Context: an optimization exercise on an open-source flow, tuned for small area, a short achievable clock period and few clock cycles per item. The choices shown serve that exercise and are no tape-out recipe.
Function was checked by simulation only, so behaviour that the tests miss may differ from the original.
Power figures rest on the tool's default switching activity, not on a simulated workload.

## dmem_responder
module dmem_responder #(
  parameter int ADDR_W = dmem_pkg::DMEM_ADDR_W,
  parameter int DATA_W = dmem_pkg::DMEM_DATA_W,
  parameter int DEPTH  = dmem_pkg::DMEM_DEPTH
) (
  input  logic              clk,
  input  logic              reset,
  input  logic              req_valid,
  input  logic              req_write,
  input  logic [ADDR_W-1:0] req_addr,
  input  logic [DATA_W-1:0] req_wdata,
  output logic              req_ready,
  output logic              stall_o,
  output logic              rsp_valid,
  output logic              rsp_err,
  output logic [DATA_W-1:0] rsp_rdata
);
  localparam int IDX_W = ADDR_W - 2;
  logic busy_q;    
  logic rsp_q;     
  logic rdy_q;     
  logic err_q;     
  logic wgo_q;     
  logic accept;
  logic aligned;
  assign accept  = req_valid && !busy_q;
  assign aligned = (req_addr[1:0] == 2'b00);
  always_ff @(posedge clk or negedge reset) begin
    if (!reset) begin
      busy_q <= 1'b0;
      rsp_q  <= 1'b0;
      rdy_q  <= 1'b1;
      err_q  <= 1'b0;
      wgo_q  <= 1'b0;
    end else begin
      busy_q <= accept;
      rsp_q  <= accept;
      rdy_q  <= !accept;
      err_q  <= accept && !aligned;
      wgo_q  <= accept && req_write && aligned;
    end
  end
  dmem_array #(
    .DATA_W (DATA_W),
    .DEPTH  (DEPTH),
    .IDX_W  (IDX_W)
  ) u_array (
    .clk   (clk),
    .wgo   (wgo_q),
    .waddr (req_addr[ADDR_W-1:2]),
    .wdata (req_wdata),
    .re    (aligned),
    .raddr (req_addr[ADDR_W-1:2]),
    .rdata (rsp_rdata)
  );
  assign req_ready = rdy_q;
  assign stall_o   = req_valid && rdy_q;
  assign rsp_valid = rsp_q;
  assign rsp_err   = err_q;
endmodule
For scale: ~14000 cells after synthesis, ~4200 flip-flops, ~81 I/O pins, about 150000 µm² of cells after synthesis.
clock: 5.5 ns
lec_check: 0
cap_margin: 30
core_margin: 2
core_utilization: 50
cts_cluster_diameter: 80
cts_cluster_size: 25
setup_slack_margin: 2.9
slew_margin: 40
synth_hierarchical: 1
synth_memory_max_bits: 8192
run.sh (not shown) runs the stock make flow with config.mk's settings and CLKGATE_MAP_FILE= SYNTH_SCRIPT=/design/flow/synth_recipe.tcl, a recipe that flattens the netlist after the stock synthesis.
Testbench counts at the start, summed over its fixed seeds: cycles 9,600, items 4,800.
Edit:
Settings changed: CORE_UTILIZATION 50 to 42, CTS_CLUSTER_SIZE 25 to 28, SETUP_SLACK_MARGIN 2.9 to 3.0, TNS_END_PERCENT set to 5.
What happened: Die area grows by about a fifth. Total power rose slightly. Cell count came out higher by a few percent. Global-route usage fell by 6.1 points. Via count drops by a few percent. Worst setup slack is better by 0.096 ns. Register-to-register slack loses 0.04 ns. Non-clock buffer count shrinks by 105.

* * *

## oak
The RTL this note starts from:
==> flow/design.v <==
package dmem_pkg;
  localparam int DMEM_ADDR_W = 9;
  localparam int DMEM_DATA_W = 32;
  localparam int DMEM_DEPTH  = 128;
endpackage
module dmem_pair #(
  parameter int DATA_W = 32
) (
  input  logic              clk,
  input  logic              we0,
  input  logic              wen0,
  input  logic              we1,
  input  logic              wen1,
  input  logic [DATA_W-1:0] x,
  input  logic              rl0,
  input  logic              rl1,
  output logic [DATA_W-1:0] r
);
  logic [DATA_W-1:0] s0_q, s1_q;
  always_ff @(posedge clk) begin
    s0_q <= ~(({DATA_W{we0}} & x) | ({DATA_W{wen0}} & s0_q));
    s1_q <= ~(({DATA_W{we1}} & x) | ({DATA_W{wen1}} & s1_q));
  end
  assign r = ~(({DATA_W{rl0}} | s0_q) & ({DATA_W{rl1}} | s1_q));
endmodule
module dmem_nor2 #(
  parameter int DATA_W = 32
) (
  input  logic [DATA_W-1:0] a,
  input  logic [DATA_W-1:0] b,
  output logic [DATA_W-1:0] y
);
  assign y = ~(a | b);
endmodule
module dmem_nand2 #(
  parameter int DATA_W = 32
) (
  input  logic [DATA_W-1:0] a,
  input  logic [DATA_W-1:0] b,
  output logic [DATA_W-1:0] y
);
  assign y = ~(a & b);
endmodule
module dmem_bank #(
  parameter int DATA_W = 32,
  parameter int BWORDS = 16,
  parameter int BIDX_W = 4
) (
  input  logic              clk,
  input  logic              we,
  input  logic [BIDX_W-1:0] waddr,
  input  logic              re,
  input  logic [BIDX_W-1:0] raddr,
  input  logic [DATA_W-1:0] x,
  output logic [DATA_W-1:0] r_n
);
  localparam int NPAIR = BWORDS / 2;
  logic [BWORDS-1:0] wsel;
  logic [BWORDS-1:0] rsel_n;
  logic [DATA_W-1:0] pr [NPAIR];
  genvar gi;
  for (gi = 0; gi < BWORDS; gi++) begin : g_dec
    assign wsel[gi]   = we && (waddr == BIDX_W'(gi));
    assign rsel_n[gi] = !(re && (raddr == BIDX_W'(gi)));
  end
  for (gi = 0; gi < NPAIR; gi++) begin : g_pair
    dmem_pair #(
      .DATA_W (DATA_W)
    ) u_pair (
      .clk  (clk),
      .we0  (wsel[2*gi]),
      .wen0 (!wsel[2*gi]),
      .we1  (wsel[2*gi+1]),
      .wen1 (!wsel[2*gi+1]),
      .x    (x),
      .rl0  (rsel_n[2*gi]),
      .rl1  (rsel_n[2*gi+1]),
      .r    (pr[gi])
    );
  end
  logic [DATA_W-1:0] t1 [4];
  logic [DATA_W-1:0] t2 [2];
  for (gi = 0; gi < 4; gi++) begin : g_t1
    dmem_nor2 #(.DATA_W(DATA_W)) u_g (.a(pr[2*gi]), .b(pr[2*gi+1]), .y(t1[gi]));
  end
  for (gi = 0; gi < 2; gi++) begin : g_t2
    dmem_nand2 #(.DATA_W(DATA_W)) u_g (.a(t1[2*gi]), .b(t1[2*gi+1]), .y(t2[gi]));
  end
  dmem_nor2 #(.DATA_W(DATA_W)) u_t3 (.a(t2[0]), .b(t2[1]), .y(r_n));
endmodule
module dmem_array #(
  parameter int DATA_W = 32,
  parameter int DEPTH  = 128,
  parameter int IDX_W  = 7
) (
  input  logic              clk,
  input  logic              wgo,
  input  logic [IDX_W-1:0]  waddr,
  input  logic [DATA_W-1:0] wdata,
  input  logic              re,
  input  logic [IDX_W-1:0]  raddr,
  output logic [DATA_W-1:0] rdata
);
  localparam int BWORDS = 16;
  localparam int BIDX_W = 4;
  localparam int NBANK  = DEPTH / BWORDS;
  localparam int BSEL_W = IDX_W - BIDX_W;
  logic              phase_q;
  logic [DATA_W-1:0] x_q;
  logic [IDX_W-1:0]  waddr_q;
  logic [DATA_W-1:0] rsel;
  logic [DATA_W-1:0] rdata_q;
  logic [DATA_W-1:0] br_n [NBANK];
  logic [DATA_W-1:0] u1 [4];
  logic [DATA_W-1:0] u2 [2];
  always_ff @(posedge clk) begin
    phase_q <= ~phase_q;
  end
  always_ff @(posedge clk) begin
    waddr_q <= waddr;
    x_q     <= ~(wdata ^ {DATA_W{phase_q}});
  end
  genvar gi;
  for (gi = 0; gi < NBANK; gi++) begin : g_bank
    dmem_bank #(
      .DATA_W (DATA_W),
      .BWORDS (BWORDS),
      .BIDX_W (BIDX_W)
    ) u_bank (
      .clk   (clk),
      .we    (wgo && (waddr_q[IDX_W-1:BIDX_W] == BSEL_W'(gi))),
      .waddr (waddr_q[BIDX_W-1:0]),
      .re    (re && (raddr[IDX_W-1:BIDX_W] == BSEL_W'(gi))),
      .raddr (raddr[BIDX_W-1:0]),
      .x     (x_q),
      .r_n   (br_n[gi])
    );
  end
  for (gi = 0; gi < 4; gi++) begin : g_u1
    dmem_nand2 #(.DATA_W(DATA_W)) u_g (.a(br_n[2*gi]), .b(br_n[2*gi+1]), .y(u1[gi]));
  end
  for (gi = 0; gi < 2; gi++) begin : g_u2
    dmem_nor2 #(.DATA_W(DATA_W)) u_g (.a(u1[2*gi]), .b(u1[2*gi+1]), .y(u2[gi]));
  end
  dmem_nand2 #(.DATA_W(DATA_W)) u_u3 (.a(u2[0]), .b(u2[1]), .y(rsel));
  always_ff @(posedge clk) begin
    rdata_q <= rsel ^ {DATA_W{re && !phase_q}};
  end
  assign rdata = rdata_q;
endmodule
module dmem_responder #(
  parameter int ADDR_W = dmem_pkg::DMEM_ADDR_W,
  parameter int DATA_W = dmem_pkg::DMEM_DATA_W,
  parameter int DEPTH  = dmem_pkg::DMEM_DEPTH
) (
  input  logic              clk,
  input  logic              reset,
  input  logic              req_valid,
  input  logic              req_write,
  input  logic [ADDR_W-1:0] req_addr,
  input  logic [DATA_W-1:0] req_wdata,
  output logic              req_ready,
  output logic              stall_o,
  output logic              rsp_valid,
  output logic              rsp_err,
  output logic [DATA_W-1:0] rsp_rdata
);
  localparam int IDX_W = ADDR_W - 2;
  logic busy_q;    
  logic rsp_q;     
  logic rdy_q;     
  logic err_q;     
  logic wgo_q;     
  logic accept;
  logic aligned;
  assign accept  = req_valid && !busy_q;
  assign aligned = (req_addr[1:0] == 2'b00);
  always_ff @(posedge clk or negedge reset) begin
    if (!reset) begin
      busy_q <= 1'b0;
      rsp_q  <= 1'b0;
      rdy_q  <= 1'b1;
      err_q  <= 1'b0;
      wgo_q  <= 1'b0;
    end else begin
      busy_q <= accept;
      rsp_q  <= accept;
      rdy_q  <= !accept;
      err_q  <= accept && !aligned;
      wgo_q  <= accept && req_write && aligned;
    end
  end
  dmem_array #(
    .DATA_W (DATA_W),
    .DEPTH  (DEPTH),
    .IDX_W  (IDX_W)
  ) u_array (
    .clk   (clk),
    .wgo   (wgo_q),
    .waddr (req_addr[ADDR_W-1:2]),
    .wdata (req_wdata),
    .re    (aligned),
    .raddr (req_addr[ADDR_W-1:2]),
    .rdata (rsp_rdata)
  );
  assign req_ready = rdy_q;
  assign stall_o   = req_valid && rdy_q;
  assign rsp_valid = rsp_q;
  assign rsp_err   = err_q;
endmodule
clock: 5.5 ns
lec_check: 0
cap_margin: 30
core_margin: 2
core_utilization: 40
cts_cluster_diameter: 80
cts_cluster_size: 28
setup_slack_margin: 3.0
slew_margin: 40
synth_hierarchical: 1
synth_memory_max_bits: 8192
tns_end_percent: 5
oak has completed all stages; timing, DRC and antenna checks passed.
Testbench counts of oak, summed over its fixed seeds: cycles 9,600, items 4,800.
The following lists how pine was set up differently from oak:
- SETUP_SLACK_MARGIN changed from 3.0 to 2.9
- CORE_UTILIZATION changed from 40 to 42
--- outcome ---
pine: PASS, flow complete, no timing, DRC or antenna violations. ~same total power after layout in oak and pine. In the tables for oak and pine, cell internal power dissipation reads higher with pine. oak and pine ended up with roughly the same routed wire length. Delta (pine minus oak): setup slack after layout shows no meaningful change, non-clock buffer count grew by 2.9%, weighted congestion reported at the end of routability-driven placement went down 1.6%, reg-to-reg setup timing slack went up. Min critical path depth across oak and pine: pine. oak -> pine: average footprint of a synthesized cell delta 0, exact match. Side by side, sequential share of cell area turned out lower in pine than in oak. Die area: pine better than oak. Last element of the critical path: u_array.rdata_q[8] -> oak, u_array.rdata_q[24] -> pine.

-- afterwards: timing with drivers on the ports --
The flow's constraints put no driver on any port. The routed layouts listed below were extracted and timed again, unchanged, in two steps.
Step 1 (the two cells are an assumption about what drives the block):
set clk [get_ports {clk}]
set_driving_cell -lib_cell sky130_fd_sc_hd__clkbuf_16 $clk
set_driving_cell -lib_cell sky130_fd_sc_hd__buf_2 [delete_from_list [all_inputs] $clk]
Step 2 also shifts input and output timing later by t, the mid clock arrival at the registers, as if the neighbouring blocks saw the same clock.
Three values: no drivers, after step 1, after step 2; two values: the first two.
run	t, ns	setup WS [ns]	hold WS [ns]	worst register clock-pin slew, ns	worst slew at a driven data input, ns
the first run of note 1	1.030	2.455 / 2.397 / 1.366	0.322 / 0.294 / 0.440	0.11 / 0.11	0.33
the second run of note 1	1.056	2.551 / 2.549 / 1.493	0.315 / 0.237 / 0.443	0.12 / 0.12	0.22
oak	1.052	2.505 / 2.317 / 1.265	0.303 / 0.256 / 0.442	0.11 / 0.11	0.39
pine	1.070	2.505 / 2.310 / 1.240	0.313 / 0.221 / 0.442	0.12 / 0.12	0.46
After both steps every run listed still meets setup and hold. For pine, which loses most, drivers alone change the setup slack by -0.195 ns; drivers and shift together by -1.265 ns.
